Context: an optimization exercise on an open-source flow, tuned for small area, a short achievable clock period and few clock cycles per item. The choices shown serve that exercise and are no tape-out recipe.
At most, simulation tests tie the RTL to the original design; equivalence was not proved.
Power and IR drop assume default switching activity.

==> trial 76: inputs <==
==> flow/design.v (excerpt) <==
module weighted_random_neighbor_pick (
  input  wire logic                              clk,
  input  wire logic                              rst,
  input  wire logic                              in_valid,
  output logic                                   in_ready,
  input  wire logic                              mode,
  input  wire logic [4:0]                        entry_index,
  input  wire logic                              entry_nonempty,
  input  wire logic [15:0]                       entry_distance,
  input  wire logic [15:0]                       entry_active,
  input  wire logic                              entry_target_valid,
  input  wire logic [wrnp_pkg::SITE_W-1:0]       start_site,
  input  wire logic                              at_node,
  input  wire logic                              uniform_weights,
  input  wire logic [wrnp_pkg::RV_W-1:0]         random_value,
  output logic                                   out_valid,
  input  wire logic                              out_ready,
  output logic      [wrnp_pkg::SITE_W-1:0]       next_site,
  output logic                                   moved,
  input  wire logic                              cfg_we,
  input  wire logic [wrnp_pkg::CFG_W-1:0]        cfg_wdata
);
==> flow/config.mk <==
export PLATFORM = sky130hd
export DESIGN_NAME = weighted_random_neighbor_pick
export DESIGN_NICKNAME = weighted_random_neighbor_pick
export VERILOG_FILES = /design/flow/design.v
export SDC_FILE = /design/flow/constraint.sdc
export NUM_CORES = 4
export LEC_CHECK = 0
export CAP_MARGIN = 20
export CORE_MARGIN = 2
export CORE_UTILIZATION = 40
export SETUP_SLACK_MARGIN = 5
export SLEW_MARGIN = 20
==> flow/constraint.sdc <==
create_clock -name core_clock -period 11.0 [get_ports {clk}]
set_input_delay 2.2000 -clock core_clock [delete_from_list [all_inputs] [get_ports {clk}]]
set_output_delay 2.2000 -clock core_clock [all_outputs]
set_load 0.01 [all_outputs]
run.sh (not shown) runs the stock make flow with config.mk's settings and CLKGATE_MAP_FILE= SYNTH_SCRIPT=/design/flow/synth_recipe.tcl, a recipe that flattens the netlist after the stock synthesis.
==> inputs of build 59, as changes to trial 76 <==
--- a/flow/design.v
+++ b/flow/design.v
@@ -115,26 +115,28 @@
   input  wire logic                              cfg_we,
   input  wire logic [wrnp_pkg::CFG_W-1:0]        cfg_wdata
 );
   localparam int WW = wrnp_pkg::WGT_W;
   localparam int EW = wrnp_pkg::E_W;
   localparam int S_T = 0;    
-  localparam int S_D = 1;    
-  localparam int S_P = 2;    
-  localparam int S_F = 3;    
+  localparam int S_N = 1;    
+  localparam int S_D = 2;    
+  localparam int S_U = 3;    
+  localparam int S_P = 4;    
+  localparam int S_F = 5;    
   logic        s0_valid;
   logic        s0_mode;
   logic [38:0] s0_d;
-  logic [3:0]  st;            
+  logic [5:0]  st;            
   logic        room;
   logic        adv;
   logic        load;
   logic        cfg_busy;
   logic [2:0]  ck;
   logic [15:0] maxd;
-  assign adv      = (st == 4'd0) || (st[S_F] && room);
+  assign adv      = (st == 6'd0) || (st[S_F] && room);
   assign in_ready = !cfg_busy && !cfg_pend && (!s0_valid || adv);
   assign load     = adv && s0_valid;
   always_ff @(posedge clk) begin
     if (rst)
       s0_valid <= 1'b0;
     else if (in_ready)
@@ -562,17 +564,17 @@
     for (int i = 3; i >= 0; i--)
       if (rest[i]) jn2 = 3'(i);
     rm_last = (rest == 5'd0);
   end
   always_comb begin
     wj_n = 3'd4;
-    if (st == 4'd0 || st[S_F]) begin
+    if (st == 6'd0 || st[S_F]) begin
       wsite = s0_site;
       for (int i = 3; i >= 0; i--)
         if (nz5[i]) wj_n = 3'(i);
-    end else if (st[S_D]) begin
+    end else if (st[S_U]) begin
       wsite = j_site;
       for (int i = 3; i >= 0; i--)
         if (j_nz[i]) wj_n = 3'(i);
     end else begin
       wsite = j_site;
       wj_n  = jn2;
@@ -582,12 +584,25 @@
       wj = rd_e;
     else if (wj_n[2])
       wj = {2'b00, maxd};
     else
       wj = rd_e[EW-1] ? '0 : {1'b0, rd_e[WW-1:0]};
   end
+  logic [4:0] lz;
+  always_comb begin
+    lz = 5'd0;
+    for (int i = 0; i < 20; i++)
+      if (rr[i]) lz = 5'(19 - i);
+  end
+  logic [19:0] sh_in, sh_out, rrev;
+  always_comb begin
+    for (int i = 0; i < 20; i++)
+      rrev[i] = rr[19 - i];
+    sh_in  = st[S_U] ? rrev : rr[19:0];
+    sh_out = sh_in << (st[S_U] ? nsh : lz);
+  end
   logic [21:0] t4;
   logic [22:0] a_sum;
   logic [21:0] a_y;
   logic        a_neg;
   logic        a_sub;
   logic [21:0] a_a, a_b;
@@ -598,25 +613,12 @@
     a_b   = st[S_D] ? {2'b00, dv} : {5'd0, wq[WW-1:0]};
     a_sum = {1'b0, a_a} + {1'b0, a_sub ? ~a_b : a_b} + 23'(a_sub);
     a_y   = a_sum[21:0];
     a_neg = a_sub && !a_sum[22];
   end
   logic [19:0] div_rem;
-  logic [4:0] lz;
-  always_comb begin
-    lz = 5'd0;
-    for (int i = 0; i < 20; i++)
-      if (a_y[i]) lz = 5'(19 - i);
-  end
-  logic [19:0] sh_in, sh_out, rrev;
-  always_comb begin
-    for (int i = 0; i < 20; i++)
-      rrev[i] = div_rem[19 - i];
-    sh_in  = st[S_D] ? rrev : a_y[19:0];
-    sh_out = sh_in << (st[S_D] ? nsh : lz);
-  end
   wrnp_div u_div (
     .t       (t4),
     .d       (dv),
     .c1      (a_y),
     .neg1    (a_neg),
     .rem_out (div_rem)
@@ -628,85 +630,85 @@
   assign push_site  = j_small ? {3'b000, small_side(j_site, rr[11:6], rr[3:0], rr[5:4])} : res_site;
   assign push_moved = j_small ? 1'b1 : res_moved;
   logic go_div;
   assign go_div = s0_mode && !s0_sinv && is_trio && !is_small;
   always_ff @(posedge clk) begin
     if (rst) begin
-      st <= 4'd0;
+      st <= 6'd0;
     end else if (adv) begin
       if (!s0_valid)
-        st <= 4'd0;
+        st <= 6'd0;
       else if (go_div)
-        st <= 4'd1 << S_T;
+        st <= 6'd1 << S_T;
       else
-        st <= 4'd1 << S_F;
+        st <= 6'd1 << S_F;
     end else begin
-      if (st[S_T] && rm_last) st <= 4'd1 << S_D;
-      if (st[S_D] && cnt == 4'd0) st <= 4'd1 << S_P;
-      if (st[S_P] && (rm_last || a_neg)) st <= 4'd1 << S_F;
+      if (st[S_T] && rm_last) st <= 6'd1 << S_N;
+      if (st[S_N])            st <= 6'd1 << S_D;
+      if (st[S_D] && cnt == 4'd0) st <= 6'd1 << S_U;
+      if (st[S_U])            st <= 6'd1 << S_P;
+      if (st[S_P] && (rm_last || a_neg)) st <= 6'd1 << S_F;
     end
   end
   always_ff @(posedge clk) begin
     if (load) begin
       j_site  <= s0_site;
       j_nz    <= nz5;
       j_small <= s0_mode && !s0_sinv && (is_s0 || is_trio) && smask != 6'd0 && !go_div;
       rm      <= nz5;
-      rr      <= go_div ? 22'd0 : {10'd0, smask, s0_rv[1:0], mod15(s0_rv)};
+      rr      <= {10'd0, smask, s0_rv[1:0], mod15(s0_rv)};
       rq      <= s0_rv;
       wq      <= wj;
       res_moved <= 1'b0;
       if (!s0_mode)
         res_site <= 8'd0;
       else if (s0_sinv)
         res_site <= 8'hFF;
       else
         res_site <= {4'h0, s0_site};
     end else begin
       if (st[S_T]) begin
+        rr <= (st == (6'd1 << S_T) && rm == j_nz) ? {5'd0, wq[WW-1:0]} : a_y;
         rm <= rm & ~(5'd1 << jn);
         wq <= wj;
-        if (!rm_last) begin
-          rr <= a_y;
+      end
+      if (st[S_N]) begin
+        nsh <= lz;
+        dv  <= sh_out;
+        cnt <= 4'(5'd5 + ((lz + 5'd1) >> 1));
+        if (lz[0]) begin
+          rr <= 22'(rq[30:13]);
+          rq <= {rq[12:0], 18'd0};
         end else begin
-          nsh <= lz;
-          dv  <= sh_out;
-          cnt <= 4'(5'd5 + ((lz + 5'd1) >> 1));
-          if (lz[0]) begin
-            rr <= 22'(rq[30:13]);
-            rq <= {rq[12:0], 18'd0};
-          end else begin
-            rr <= 22'(rq[30:12]);
-            rq <= {rq[11:0], 19'd0};
-          end
+          rr <= 22'(rq[30:12]);
+          rq <= {rq[11:0], 19'd0};
         end
       end
       if (st[S_D]) begin
         cnt <= cnt - 4'd1;
         rq  <= {rq[28:0], 2'b00};
-        if (cnt != 4'd0) begin
-          rr <= 22'(div_rem);
-        end else begin
-          for (int i = 0; i < 20; i++)
-            rr[i] <= sh_out[19 - i];
-          rr[21:20] <= 2'b00;
-          rm <= j_nz;
-          wq <= wj;
-        end
+        rr  <= 22'(div_rem);
+      end
+      if (st[S_U]) begin
+        for (int i = 0; i < 20; i++)
+          rr[i] <= sh_out[19 - i];
+        rr[21:20] <= 2'b00;
+        rm <= j_nz;
+        wq <= wj;
       end
       if (st[S_P]) begin
         if (rm_last || a_neg) begin
           res_site  <= {3'b000, slot_side(j_site, jn)};
           res_moved <= 1'b1;
         end else begin
           rr <= a_y;
           rm <= rm & ~(5'd1 << jn);
           wq <= wj;
         end
       end
-      if (st == 4'd0 && cfg_busy)
+      if (st == 6'd0 && cfg_busy)
         wq <= wj;
     end
   end
   logic       sk_valid;
   logic [7:0] sk_site;
   logic       sk_moved;
==> run notes <==
quantity                                                   build 59    trial 76
Power, Total                                               12100 µW    10500 µW
Total non-filler cell area in the finished layout        0.0325 mm²  0.0356 mm²
Fraction of the mapped netlist area in adder cells           0.0992      0.0955
Detailed-route vias per instance                               6.03        6.33
Slowest stage delay, CP                                      550 ps      740 ps
DIE HEIGHT                                                   272 µm      277 µm
Switching Share                                               0.519       0.500
Minimum setup slack after placement                         4250 ps     2730 ps
Top Metal Used                                                 met4        met5
Area fraction of the dominant cell type after synthesis       0.159       0.152
Part of the power in registers                                0.157       0.162
Non-clock inverter total of the final layout                    197         174
Outcome                            no timing/DRC/antenna violations  no timing/DRC/antenna violations
Met3 wire len                                               8700 µm    11400 µm
Resized Gates After CTS                                          18         154
P_clk                                                       1480 µW     1630 µW
Testbench counts of build 59, summed over its fixed seeds: cycles 46,530, items 8,000.
Function not checked in trial 76: the RTL went through the layout flow alone.

[static timing again, ports no longer ideal]
How much do the figures lean on ideal ports? The routed layouts below were timed once more, with nothing changed but the port constraints.
Step 1 (the two cells are an assumption about what drives the block):
set clk [get_ports {clk}]
set_driving_cell -lib_cell sky130_fd_sc_hd__clkbuf_16 $clk
set_driving_cell -lib_cell sky130_fd_sc_hd__buf_2 [delete_from_list [all_inputs] $clk]
Step 2, shift: input delay + t, output delay - t, t = (earliest + latest rising clock arrival at the registers) / 2. This alone moves slack from input paths to output paths.
Three values: ideal, step 1, step 2; two values: the first two.
run | t (ns) | setup slack, ns | hold slack, ns | worst setup path at the end | pins driven straight from the clock port
trial 76 | 0.667 | 4.800 / 4.800 / 4.800 | 0.455 / 0.455 / 0.455 | register to register | 1
build 59 | 0.641 | 5.091 / 5.091 / 5.091 | 0.457 / 0.457 / 0.457 | register to register | 1
After both steps setup and hold are still met in every run listed.
